This is an optimization exercise on Yosys and OpenROAD, whose aim is small area, a short achievable clock period and few clock cycles, not a production implementation. In this exercise RTL edits were held to simulation tests only and were not proved equivalent to the original. Power and IR drop assume default switching activity.

==> v7 <==
## naas_dma
module naas_dma (
    input  logic                            clk,
    input  logic                            arst_n,
    input  logic [naas_dma_pkg::DATA_W-1:0] s_axis_tdata,
    input  logic [naas_dma_pkg::STRB_W-1:0] s_axis_tstrb,
    input  logic                            s_axis_tvalid,
    input  logic                            s_axis_tlast,
    output logic                            s_axis_tready,
    output logic [naas_dma_pkg::DATA_W-1:0] host_tdata,
    output logic                            host_tvalid,
    output logic                            host_tlast,
    input  logic                            host_tready
);
clock: 5.5 ns
lec_check: 0
cap_margin: 20
core_margin: 2
core_utilization: 40
cts_cluster_diameter: 100
cts_cluster_size: 30
setup_slack_margin: 3.0
slew_margin: 20
synth_memory_max_bits: 8192
run.sh (not shown) runs the stock make flow with config.mk's settings and CLKGATE_MAP_FILE= SYNTH_SCRIPT=/design/flow/synth_recipe.tcl, a recipe that flattens the netlist after the stock synthesis.
==> v33 (differences from v7) <==
--- a/flow/design.v
+++ b/flow/design.v
@@ -30,15 +30,15 @@
     output logic                            s_axis_tready,
     output logic [naas_dma_pkg::DATA_W-1:0] host_tdata,
     output logic                            host_tvalid,
     output logic                            host_tlast,
     input  logic                            host_tready
 );
     localparam int N  = 31;                  
-    localparam int S  = 8;                   
+    localparam int S  = 10;                  
     localparam int D  = 4;                   
     localparam int PW = 5;                   
     localparam int CW = 6;                   
     function automatic logic [N-1:0] rmask();
         rmask = '0;
         for (int i = 1; i < N; i += 2)
             rmask[i] = 1'b1;
CORE_UTILIZATION = 60   (was 40)
CTS_CLUSTER_DIAMETER = 120   (was 100)
CTS_CLUSTER_SIZE = 25   (was 30)
PLACE_DENSITY = 0.7   (was default)
==> v9 (differences from v7) <==
==> flow/design.v (replaced) <==
package naas_dma_pkg;
    localparam int DATA_W           = 64;            
    localparam int STRB_W           = DATA_W / 8;
    localparam int ADDR_W           = 6;
    localparam int BUF_DEPTH        = 2 ** ADDR_W;
    localparam int PTR_W            = ADDR_W + 1;    
    localparam int MAX_BURST_QWORDS = 16;
    localparam int QCNT_W           = 5;             
    localparam int MAX_FRAME_QWORDS = 32;
    typedef logic [ADDR_W-1:0] addr_t;
    typedef logic [PTR_W-1:0]  ptr_t;
    typedef logic [QCNT_W-1:0] qcnt_t;
    typedef struct packed {
        logic [47:0] reserved;
        logic [15:0] byte_count;
    } rx_desc_t;
    typedef union packed {
        logic [DATA_W-1:0] data;
        rx_desc_t          desc;
    } buf_entry_u;
endpackage
`timescale 1ns/1ns
module naas_dma (
    input  logic                            clk,
    input  logic                            arst_n,
    input  logic [naas_dma_pkg::DATA_W-1:0] s_axis_tdata,
    input  logic [naas_dma_pkg::STRB_W-1:0] s_axis_tstrb,
    input  logic                            s_axis_tvalid,
    input  logic                            s_axis_tlast,
    output logic                            s_axis_tready,
    output logic [naas_dma_pkg::DATA_W-1:0] host_tdata,
    output logic                            host_tvalid,
    output logic                            host_tlast,
    input  logic                            host_tready
);
    localparam int N  = 32;                  
    localparam int S  = 8;                   
    localparam int D  = 4;                   
    localparam int PW = 5;                   
    localparam int CW = 6;                   
    localparam int DW = 3;                   
    function automatic logic [PW-1:0] step(input logic [PW-1:0] p);
        step = (p == PW'(N - 1)) ? '0 : p + 1'b1;
    endfunction
    function automatic logic at_tap(input logic [PW-1:0] p);
        at_tap = 1'b0;
        for (int q = 1; q < N; q += S)
            if (p == PW'(q - 1))
                at_tap = 1'b1;
    endfunction
    function automatic logic [2:0] pop4(input logic [3:0] v);
        case (v)
            4'h0:                                     pop4 = 3'd0;
            4'h1, 4'h2, 4'h4, 4'h8:                   pop4 = 3'd1;
            4'h3, 4'h5, 4'h6, 4'h9, 4'ha, 4'hc:       pop4 = 3'd2;
            4'h7, 4'hb, 4'hd, 4'he:                   pop4 = 3'd3;
            default:                                  pop4 = 3'd4;
        endcase
    endfunction
    function automatic logic [3:0] pop8(input logic [7:0] v);
        logic [2:0] a, b;
        a = pop4(v[3:0]);
        b = pop4(v[7:4]);
        pop8 = '0;
        for (int i = 0; i <= 4; i++)
            for (int j = 0; j <= 4; j++)
                if (a == 3'(i) && b == 3'(j))
                    pop8 = 4'(i + j);
    endfunction
    logic [63:0]   ring [0:N-1];
    logic [PW-1:0] tpos;                 
    logic [N-1:0]  rsel;                 
    logic [CW-1:0] cnt;                  
    logic          c0, c1, cn1, cn;      
    logic          tready_q;
    logic [4:0]    ibeats;               
    logic [4:0]    d_bm1 [0:D-1];        
    logic [3:0]    d_pc  [0:D-1];        
    logic [DW-1:0] dcnt;
    logic          dz, d1, dd1, dd;      
    logic [63:0]   ho;                   
    logic          phase;                
    logic [4:0]    rem;                  
    logic          rz, r1;               
    logic [3:0]    bcnt;                 
    logic          b14, b15;             
    logic          hv;
    logic          hl;
    assign s_axis_tready = tready_q;
    assign host_tvalid   = hv;
    assign host_tlast    = hl;
    assign host_tdata    = ho;
    logic          wr, push, pop_h, dpop, opop, adv, rp;
    logic          up, dn, dup, ddn;
    logic          phase_n, rz_n, r1_n;
    logic          c0_n, c1_n, cn1_n, cn_n;
    logic          dz_n, d1_n, dd1_n, dd_n;
    logic          b14_n, b15_n;
    logic [4:0]    rem_n;
    logic [4:0]    head_bm1;
    logic [3:0]    head_pc, new_pc;
    logic [8:0]    head_bytes;
    logic [63:0]   rdata;
    assign wr     = s_axis_tvalid && tready_q;
    assign push   = wr && s_axis_tlast;
    assign pop_h  = hv && host_tready;
    assign dpop   = pop_h && !phase;
    assign opop   = pop_h && phase;
    assign adv    = !hv || host_tready;             
    assign new_pc     = pop8(s_axis_tstrb);
    assign head_bm1   = dz ? ibeats : d_bm1[0];
    assign head_pc    = dz ? new_pc : d_pc[0];
    assign head_bytes = {6'(head_bm1) + 6'(head_pc[3]), head_pc[2:0]};
    always_comb begin
        rdata = '0;
        for (int i = 0; i < N; i++)
            rdata = rdata | (ring[i] & {64{rsel[i]}});
    end
    always_comb begin
        phase_n = phase;
        rem_n   = rem;
        rz_n    = rz;
        r1_n    = r1;
        if (dpop) begin
            phase_n = 1'b1;
            rem_n   = d_bm1[0];
            rz_n    = (d_bm1[0] == 5'd0);
            r1_n    = (d_bm1[0] == 5'd1);
        end else if (opop) begin
            if (rz) begin
                phase_n = 1'b0;
            end else begin
                rem_n = rem - 1'b1;
                rz_n  = r1;
                r1_n  = (rem == 5'd2);
            end
        end
    end
    assign rp  = adv && phase_n;                    
    assign up  = wr && !rp;
    assign dn  = rp && !wr;
    assign dup = push && !dpop;
    assign ddn = dpop && !push;
    assign c0_n  = up ? 1'b0 : dn ? c1 : c0;
    assign c1_n  = up ? c0 : dn ? (cnt == CW'(2)) : c1;
    assign cn1_n = up ? (cnt == CW'(N - 2)) : dn ? cn : cn1;
    assign cn_n  = up ? cn1 : dn ? 1'b0 : cn;
    assign dz_n  = dup ? 1'b0 : ddn ? d1 : dz;
    assign d1_n  = dup ? dz : ddn ? (dcnt == DW'(2)) : d1;
    assign dd1_n = dup ? (dcnt == DW'(D - 2)) : ddn ? dd : dd1;
    assign dd_n  = dup ? dd1 : ddn ? 1'b0 : dd;
    assign b14_n = pop_h ? (!hl && bcnt == 4'd13) : b14;
    assign b15_n = pop_h ? (!hl && b14) : b15;
    always_ff @(posedge clk) begin
        for (int i = 0; i < N; i++) begin
            if (i % S == 1 && tready_q && tpos == PW'(i - 1))
                ring[i] <= s_axis_tdata;
            else
                ring[i] <= ring[(i + N - 1) % N];
        end
        if (c0)
            rsel <= wr ? N'(2) : N'(1);
        else if (!rp)
            rsel <= {rsel[N-2:0], rsel[N-1]};
        if (adv)
            ho <= phase_n ? rdata : {55'd0, head_bytes};
        for (int i = 0; i < D; i++) begin
            if (push && DW'(i) == dcnt - DW'(dpop)) begin
                d_bm1[i] <= ibeats;
                d_pc[i]  <= new_pc;
            end else if (dpop && i < D - 1) begin
                d_bm1[i] <= d_bm1[(i + 1) % D];
                d_pc[i]  <= d_pc[(i + 1) % D];
            end
        end
        rem      <= rem_n;
        rz       <= rz_n;
        r1       <= r1_n;
        tready_q <= !cn_n && !dd_n && (c0_n || wr || at_tap(step(tpos)));
        if (adv)
            hl <= b15_n || (phase_n && rz_n && dz_n);
    end
    always_ff @(posedge clk or negedge arst_n) begin
        if (!arst_n) begin
            tpos   <= '0;
            cnt    <= '0;
            c0     <= 1'b1;
            c1     <= 1'b0;
            cn1    <= 1'b0;
            cn     <= 1'b0;
            ibeats <= '0;
            dcnt   <= '0;
            dz     <= 1'b1;
            d1     <= 1'b0;
            dd1    <= 1'b0;
            dd     <= 1'b0;
            phase  <= 1'b0;
            bcnt   <= '0;
            b14    <= 1'b0;
            b15    <= 1'b0;
            hv     <= 1'b0;
        end else begin
            if (c0_n)
                tpos <= '0;
            else if (!wr)
                tpos <= step(tpos);
            if (up)
                cnt <= cnt + 1'b1;
            else if (dn)
                cnt <= cnt - 1'b1;
            c0     <= c0_n;
            c1     <= c1_n;
            cn1    <= cn1_n;
            cn     <= cn_n;
            if (wr)
                ibeats <= s_axis_tlast ? 5'd0 : ibeats + 1'b1;
            if (dup)
                dcnt <= dcnt + 1'b1;
            else if (ddn)
                dcnt <= dcnt - 1'b1;
            dz     <= dz_n;
            d1     <= d1_n;
            dd1    <= dd1_n;
            dd     <= dd_n;
            phase  <= phase_n;
            if (pop_h)
                bcnt <= hl ? 4'd0 : bcnt + 1'b1;
            b14    <= b14_n;
            b15    <= b15_n;
            hv     <= phase_n || !dz_n;
        end
    end
endmodule
CTS_CLUSTER_DIAMETER = 90   (was 100)
SETUP_SLACK_MARGIN = 3.3   (was 3.0)
==> notes.md <==
Clock-buffer cell count, lowest first: v9, v7, v33. Synthesized area: v9 > v7 > v33. In v9 the critical path depth is lower than in v33, by 2. Against v7, the non-clock buffer count of v33 is lower by 2. Clock power: v7 < v9 < v33. Between v7 and v33, the lower final cell count is in v33 (gap about 13%, measured against v33). Between v7 and v33, the lower design area is in v33 (gap 1.8%, measured against v33). The lowest utilization belongs to v7, the highest to v33. Via count, highest first: v9, v33, v7.
Testbench counts of v7, summed over its fixed seeds: cycles 7,833.
Testbench counts of v33, summed over its fixed seeds: cycles 7,883.
Testbench counts of v9, summed over its fixed seeds: cycles 7,846.

==> separate check: timing with driven ports <==
The flow's constraints put no driver on any port. The routed layouts listed below were extracted and timed again, unchanged, in two steps.
Step 1 sets driving cells, clkbuf_16 on the clock port and buf_2 on the other inputs (assumed; they add their load-dependent delay and slew).
Step 2 adds t to the input delays and takes it off the output delays; t is the mean of the earliest and latest rising clock arrival at the registers after step 1. Input paths then give back, and output paths get back, about the clock's delay inside the block.
Slacks: ideal / step 1 / step 2; pairs: ideal / step 1.
run | shift t [ns] | setup slack, ns | worst register clock-pin slew, ns | worst data-port slew with drivers (ns) | pins driven straight from the clock port
v7 | 0.754 | 2.949 / 2.878 / 2.315 | 0.12 / 0.12 | 0.14 | 1
v33 | 0.741 | 2.979 / 2.956 / 2.353 | 0.11 / 0.11 | 0.12 | 1
v9 | 0.816 | 2.865 / 2.781 / 2.104 | 0.12 / 0.12 | 0.18 | 1
After both steps setup and hold are still met in every run listed. For v9, which loses most, drivers alone change the setup slack by -0.084 ns; drivers and shift together by -0.761 ns.
